This is an optimization exercise on Yosys and OpenROAD, whose aim is small area, a short achievable clock period and few clock cycles per item, not a production implementation.
In this exercise RTL edits were held to simulation tests only and were not proved equivalent to the original.

== run A ==
Design speed_ramp_generator_unit, start of the top module:
module speed_ramp_generator_unit
#(
   parameter int TIME_SCALE = srg_pkg::TIME_SCALE_DEFAULT
) (
   input  wire logic                  clock,
   input  wire logic                  reset,
   input  wire logic                  req_tvalid,
   output logic                       req_tready,
   input  wire logic [63:0]           req_tdata,    
   input  wire logic [srg_pkg::CMD_W-1:0]      req_tuser,    
   output logic                       rsp_tvalid,
   input  wire logic                  rsp_tready,
   output logic [srg_pkg::DATA_W-1:0]          rsp_tdata,    
   output logic [3:0]                 rsp_tuser,    
   input  wire logic                  csr_psel,
   input  wire logic                  csr_penable,
   input  wire logic                  csr_pwrite,
   input  wire logic [srg_pkg::CSR_ADDR_W-1:0] csr_paddr,
   input  wire logic [srg_pkg::DATA_W-1:0]     csr_pwdata,
   output logic [srg_pkg::DATA_W-1:0]          csr_prdata,
   output logic                       csr_pready
);
   localparam logic [1:0] F_IDLE = 2'd0;
   localparam logic [1:0] F_SC   = 2'd1;    
   localparam logic [1:0] F_END  = 2'd2;
   localparam logic [1:0] F_BRK  = 2'd3;
   localparam logic [62:0] CAP_LIM = 63'(64'd1000000 << 33);
   localparam logic [33:0] RECIP = 34'd9007199254;
   logic [DATA_W-1:0] ramp_rate_ff, brake_rate_ff, tolerance_ff;
   logic [1:0]        fmode_ff;
   logic [DATA_W-1:0] start_time_ff;
   logic              stall, hazard, accept, pend;
   logic [2:0]        cmd_in;
   logic [DATA_W-1:0] ts_in, ns_in, elapsed_raw;
   logic              f_apply;
   logic              pb_ff, resolve, pb_apply;
   logic [DATA_W-1:0] pbts_ff, st_eff;
  ...
Size: roughly 7200 cells after synthesis, roughly 0.068 mm^2 of cells after synthesis.
==> flow/config.mk <==
export PLATFORM = sky130hd
export DESIGN_NAME = speed_ramp_generator_unit
export DESIGN_NICKNAME = speed_ramp_generator_unit
export VERILOG_FILES = /design/flow/design.v
export SDC_FILE = /design/flow/constraint.sdc
export NUM_CORES = 4
export LEC_CHECK = 0
export CAP_MARGIN = 20
export CORE_MARGIN = 2
export CORE_UTILIZATION = 40
export SLEW_MARGIN = 20
==> flow/constraint.sdc <==
create_clock -name core_clock -period 12.0 [get_ports {clock}]
set_input_delay 2.4000 -clock core_clock [delete_from_list [all_inputs] [get_ports {clock}]]
set_output_delay 2.4000 -clock core_clock [all_outputs]
set_load 0.01 [all_outputs]
standard.sh (not shown) runs the stock make flow with config.mk's settings and CLKGATE_MAP_FILE= SYNTH_SCRIPT=/design/flow/synth_recipe.tcl, a recipe that flattens the netlist after the stock synthesis.
==> flow/flow/run.sh <==
#!/bin/bash
set -euo pipefail
bash standard.sh SETUP_SLACK_MARGIN=7 TNS_END_PERCENT=0 finish > flow_make.log 2>&1
Testbench counts of run A, summed over its fixed seeds: cycles 11,058, items 9,924.
Changes in run B relative to run A:
==> flow/flow/run.sh <==
#!/bin/bash
set -euo pipefail
bash standard.sh SETUP_SLACK_MARGIN=6.5 TNS_END_PERCENT=10 finish > flow_make.log 2>&1
--- outcome ---
Compare run A and run B | met3 usage lower: run A
Run B vs run A — fraction of final layout cells with drive strength greater than 1 rose 2.0 points.
Looking at clock skew, run B sits 7.1 ps above run A.
Run B vs run A — number of clock buffers inserted by TritonCTS climbed slightly
Run B vs run A: largest net degree at the start of global routing up by more than 10%
Between run B and run A, it is run B whose worst slack on hold paths is higher, by 7.5 ps.
Run B ended up with s3_e0[6]$_DFFE_PN_ as its capture point of the critical path; run A ended up with s3_e0[3]$_DFFE_PN_.
In the metrics for run A and run B, the one carrying the lower post-route non-filler standard cell count is run A.
Setup changes, run B to run C
==> flow/flow/run.sh <==
#!/bin/bash
set -euo pipefail
bash standard.sh SETUP_SLACK_MARGIN=6.5 TNS_END_PERCENT=0 finish > flow_make.log 2>&1
==> comparison <==
- Run B completed; timing, DRC and antenna clean
- Run C ran to completion and came out clean on the timing, design-rule and antenna checks.
- [run C] transition time at the pin with the least slew margin fell 5.0 ps relative to run B
- Of the two values seen for launching instance or port of the critical path, s2_mc[12]$_DFFE_PN_ was produced by run B and s2_mc[11]$_DFFE_PN_ by run C.
- Summed area of non-filler cells in the final layout, run C and run B: lower on run C
- Run C vs. run B: maximum cell stage delay along the critical path went down by 70 ps.
- Number of logic stages on the critical path including buffering (run C vs. run B) increases by a few percent
Changes in run D relative to run C:
==> flow/flow/run.sh <==
#!/bin/bash
set -euo pipefail
bash standard.sh SETUP_SLACK_MARGIN=6.2 TNS_END_PERCENT=0 finish > flow_make.log 2>&1
### Flow results
Comparing run D against run C, there is no change at all in flip-flop and latch count. Diff run D..run C | total detailed-routing wirelength | unchanged. Comparing run D against run C, there is no change at all in portion of the clock cycle consumed by the worst path in the final layout.

* * *

== rev 12 ==
Starting RTL as in the previous note.
clock: 12.0 ns
lec_check: 0
cap_margin: 20
core_margin: 2
core_utilization: 50
slew_margin: 20
==> flow/flow/run.sh <==
#!/bin/bash
set -euo pipefail
bash standard.sh SETUP_SLACK_MARGIN=6.5 TNS_END_PERCENT=0 finish > flow_make.log 2>&1
Testbench counts of rev 12, summed over its fixed seeds: cycles 11,058, items 9,924.
Inputs modified between rev 12 and rev 13:
- CORE_UTILIZATION: 50 -> 40
==> flow/flow/run.sh <==
#!/bin/bash
set -euo pipefail
bash standard.sh SETUP_SLACK_MARGIN=6.5 finish > flow_make.log 2>&1
--- outcome ---
- Per the comparison of rev 13 with rev 12, smallest setup slack after layout went up; number of enable-type register cells in the synthesized netlist shows no meaningful change; register cell area after layout shows no meaningful change; worst stage delay on the critical path rose 0.15 ns.

==> re-timing with driven ports <==
No port has a modelled driver above. Below, the same layouts with a new extraction and two added sets of constraints. Step 1 sets driving cells, clkbuf_16 on the clock port and buf_2 on the other inputs (assumed; they add their load-dependent delay and slew). Step 2 times the ports against the registers' clock, not the clock port: input delays grow and output delays shrink by t, the midpoint of the rising clock arrivals with the driver on. Slacks: ideal / step 1 / step 2; pairs: ideal / step 1.
run | t (ns) | setup WS [ns] | cell pins on the clock port's net
run A | 0.760 | 5.959 / 5.959 / 5.422 | 1
run B | 0.764 | 5.941 / 5.941 / 5.416 | 1
run C | 0.760 | 5.959 / 5.959 / 5.422 | 1
run D | 0.760 | 5.959 / 5.959 / 5.422 | 1
rev 12 | 0.772 | 5.763 / 5.763 / 5.387 | 1
rev 13 | 0.748 | 6.097 / 6.097 / 5.937 | 1
After both steps setup and hold are still met in every run listed.
